Source: an optimization exercise on an open RTL-to-GDS flow (aim: small area, a short achievable clock period and few clock cycles per item). Production flows keep margins and buffers that such runs may drop.
The RTL was checked by simulation tests, not by an equivalence proof against the original design.
Power figures rest on the tool's default switching activity, not on a simulated workload.

==> inputs of run a <==
Design lda_top, start of the top module:
module lda_top (
  input  logic                         clk,
  input  logic                         arst_n,
  input  logic                         wb_cyc,
  input  logic                         wb_stb,
  input  logic                         wb_we,
  input  logic [lda_pkg::WB_ADR_W-1:0] wb_adr,
  input  logic [31:0]                  wb_dat_w,
  input  logic [3:0]                   wb_sel,     
  output logic [31:0]                  wb_dat_r,
  output logic                         wb_ack
);
Settings: LEC_CHECK=0, ABC_AREA=1, CAP_MARGIN=20, CORE_MARGIN=2, CORE_UTILIZATION=65, CTS_CLUSTER_DIAMETER=50, CTS_CLUSTER_SIZE=30, SETUP_SLACK_MARGIN=3.0, SLEW_MARGIN=20; clock period 6.5 ns.
run.sh (not shown) runs the stock make flow with config.mk's settings and CLKGATE_MAP_FILE= SYNTH_SCRIPT=/design/flow/synth_recipe.tcl, a recipe that flattens the netlist after the stock synthesis.
==> inputs of run b, as changes to run a <==
--- a/flow/config.mk
+++ b/flow/config.mk
@@ -10,6 +10,6 @@
 export CORE_MARGIN = 2
-export CORE_UTILIZATION = 65
+export CORE_UTILIZATION = 45
 export CTS_CLUSTER_DIAMETER = 50
 export CTS_CLUSTER_SIZE = 30
-export SETUP_SLACK_MARGIN = 3.0
+export SETUP_SLACK_MARGIN = 2.5
 export SLEW_MARGIN = 20
==> inputs of run c, as changes to run a <==
--- a/flow/config.mk
+++ b/flow/config.mk
@@ -13,3 +13,3 @@
 export CTS_CLUSTER_SIZE = 30
-export SETUP_SLACK_MARGIN = 3.0
+export SETUP_SLACK_MARGIN = 2.5
 export SLEW_MARGIN = 20
==> inputs of run d, as changes to run a <==
--- a/flow/config.mk
+++ b/flow/config.mk
@@ -10,6 +10,6 @@
 export CORE_MARGIN = 2
-export CORE_UTILIZATION = 65
+export CORE_UTILIZATION = 55
 export CTS_CLUSTER_DIAMETER = 50
 export CTS_CLUSTER_SIZE = 30
-export SETUP_SLACK_MARGIN = 3.0
+export SETUP_SLACK_MARGIN = 2.75
 export SLEW_MARGIN = 20
==> summary of the runs <==
Between run c and run b, the lower hold slack is in run c (gap 2.0 ps). In synthesized area, run b and run c do not differ. The lowest cell count belongs to run c, the highest to run b. Register-to-register slack, lowest first: run b, run c, run a, run d. Critical path depth is the same in run c and run a. First-iteration DRC count, highest first: run a, run c, run b, run d. Sequential power is about the same in run c and run b. The lowest global-route usage belongs to run b, the highest to run a. Cell area, lowest first: run c, run b, run d, run a. Between run a and run d, the lower total power is in run a (gap 0.41%, measured against run d).
Testbench counts of run a, summed over its fixed seeds: cycles 3,840, items 80.
Testbench counts of run b, summed over its fixed seeds: cycles 3,840, items 80.
Testbench counts of run c, summed over its fixed seeds: cycles 3,840, items 80.
Testbench counts of run d, summed over its fixed seeds: cycles 3,840, items 80.

==> amber <==
lda_top again, from the RTL that the note above started with.
export LEC_CHECK = 0
export ABC_AREA = 1
export CAP_MARGIN = 20
export CORE_MARGIN = 2
export CORE_UTILIZATION = 55
export CTS_CLUSTER_DIAMETER = 50
export CTS_CLUSTER_SIZE = 30
export SETUP_SLACK_MARGIN = 2.5
export SLEW_MARGIN = 20
create_clock -name core_clock -period 6.5 [get_ports {clk}]
==> inputs of violet, as changes to amber <==
CORE_UTILIZATION = 65   (was 55)
SETUP_SLACK_MARGIN = 2.0   (was 2.5)
==> impl_metrics.py <==
metrics = {
    "timing": {
        "slew_headroom_pct": 25.3,
    },
    "final_layout": {
        "multi_input_area_um2": 14100,
        "drive_gt1_share_pct": 12.0,
        "area_growth_pct": 16.4,
        "multi_input_cells": 2069,
        "buf_share_pct": 3.90,
    },
    "routing": {
        "routedWlPerCell_um": 19.8,
    },
    "global_route": {
        "use_met2_pct": 40.5,
        "grtUsageTotal_pct": 25.7,
    },
    "outcome": {
        "outcome": "no timing/DRC/antenna violations",
    },
    "worst_setup_path": {
        "crit_path_cell_trace": "buf_4, inv_4, nand2_1, inv_2, nand2_2, a211oi_4, buf_6, buf_12, buf_8, nand2_8, nand2_4, buf_6",
        "critical_path_depth": 12,
    },
    "power_and_ir_drop": {
        "power.switching_w": 0.00549,
    },
    "die": {
        "initial_core_util_pct": 55.4,
        "die_w_um": 291,
    },
}
# the run above: amber

==> impl_metrics.py <==
metrics = {
    "final_layout": {
        "multi_input_area_um2": 13600,
        "buf_share_pct": 2.74,
        "multi_input_cells": 2068,
        "area_growth_pct": 13.4,
        "drive_gt1_share_pct": 7.99,
    },
    "clock_tree": {
        "clock-sinks": 1387,
    },
    "die": {
        "initial_core_util_pct": 66.0,
        "die_w_um": 268,
    },
    "worst_setup_path": {
        "critical_path_depth": 10,
        "crit_path_cell_trace": "buf_2, buf_6, nand2_2, nor2_2, nand2_1, buf_12, o211ai_1, nand2_2, nand2_1, clkdlybuf4s50_1",
    },
    "routing": {
        "met2_length_mm": 50.3,
    },
    "power_and_ir_drop": {
        "power.switching_w": 0.00555,
    },
    "outcome": {
        "outcome": "no timing/DRC/antenna violations",
    },
    "timing": {
        "slew_headroom_pct": 24.4,
    },
    "global_route": {
        "grtUsageTotal_pct": 31.1,
    },
}
# the run above: violet

Testbench counts of amber, summed over its fixed seeds: cycles 3,840, items 80.
Testbench counts of violet, summed over its fixed seeds: cycles 3,840, items 80.

[separate check: timing with driven ports]
The results above use ideal ports. As a check the final layouts listed here were re-extracted and re-timed, cells and wires unchanged.
Step 1 (the two cells are an assumption about what drives the block):
set clk [get_ports {clk}]
set_driving_cell -lib_cell sky130_fd_sc_hd__clkbuf_16 $clk
set_driving_cell -lib_cell sky130_fd_sc_hd__buf_2 [delete_from_list [all_inputs] $clk]
Step 2 adds t to the input delays and takes it off the output delays; t is the mean of the earliest and latest rising clock arrival at the registers after step 1. Input paths then give back, and output paths get back, about the clock's delay inside the block.
Three values: ideal, step 1, step 2; two values: the first two.
| run | shift t [ns] | setup WS [ns] | hold slack, ns | latest minus earliest clock arrival (ns) | cell pins on the clock port's net |
|---|---|---|---|---|---|
| run a | 0.742 | 2.445 / 2.363 / 2.128 | 0.288 / 0.288 / 0.288 | 0.067 / 0.067 | 1 |
| run b | 0.766 | 2.378 / 2.309 / 2.309 | 0.298 / 0.298 / 0.298 | 0.070 / 0.070 | 1 |
| run c | 0.739 | 2.371 / 2.322 / 2.157 | 0.296 / 0.296 / 0.296 | 0.089 / 0.090 | 1 |
| run d | 0.753 | 2.387 / 2.309 / 2.270 | 0.317 / 0.317 / 0.317 | 0.048 / 0.048 | 1 |
| amber | 0.750 | 2.439 / 2.362 / 2.292 | 0.316 / 0.316 / 0.316 | 0.049 / 0.049 | 1 |
| violet | 0.736 | 1.979 / 1.919 / 1.919 | 0.297 / 0.297 / 0.297 | 0.086 / 0.085 | 1 |
After both steps every run listed still meets setup and hold. The setup slack of run a, which loses most, moves by -0.082 ns with the drivers and by -0.317 ns with both steps.
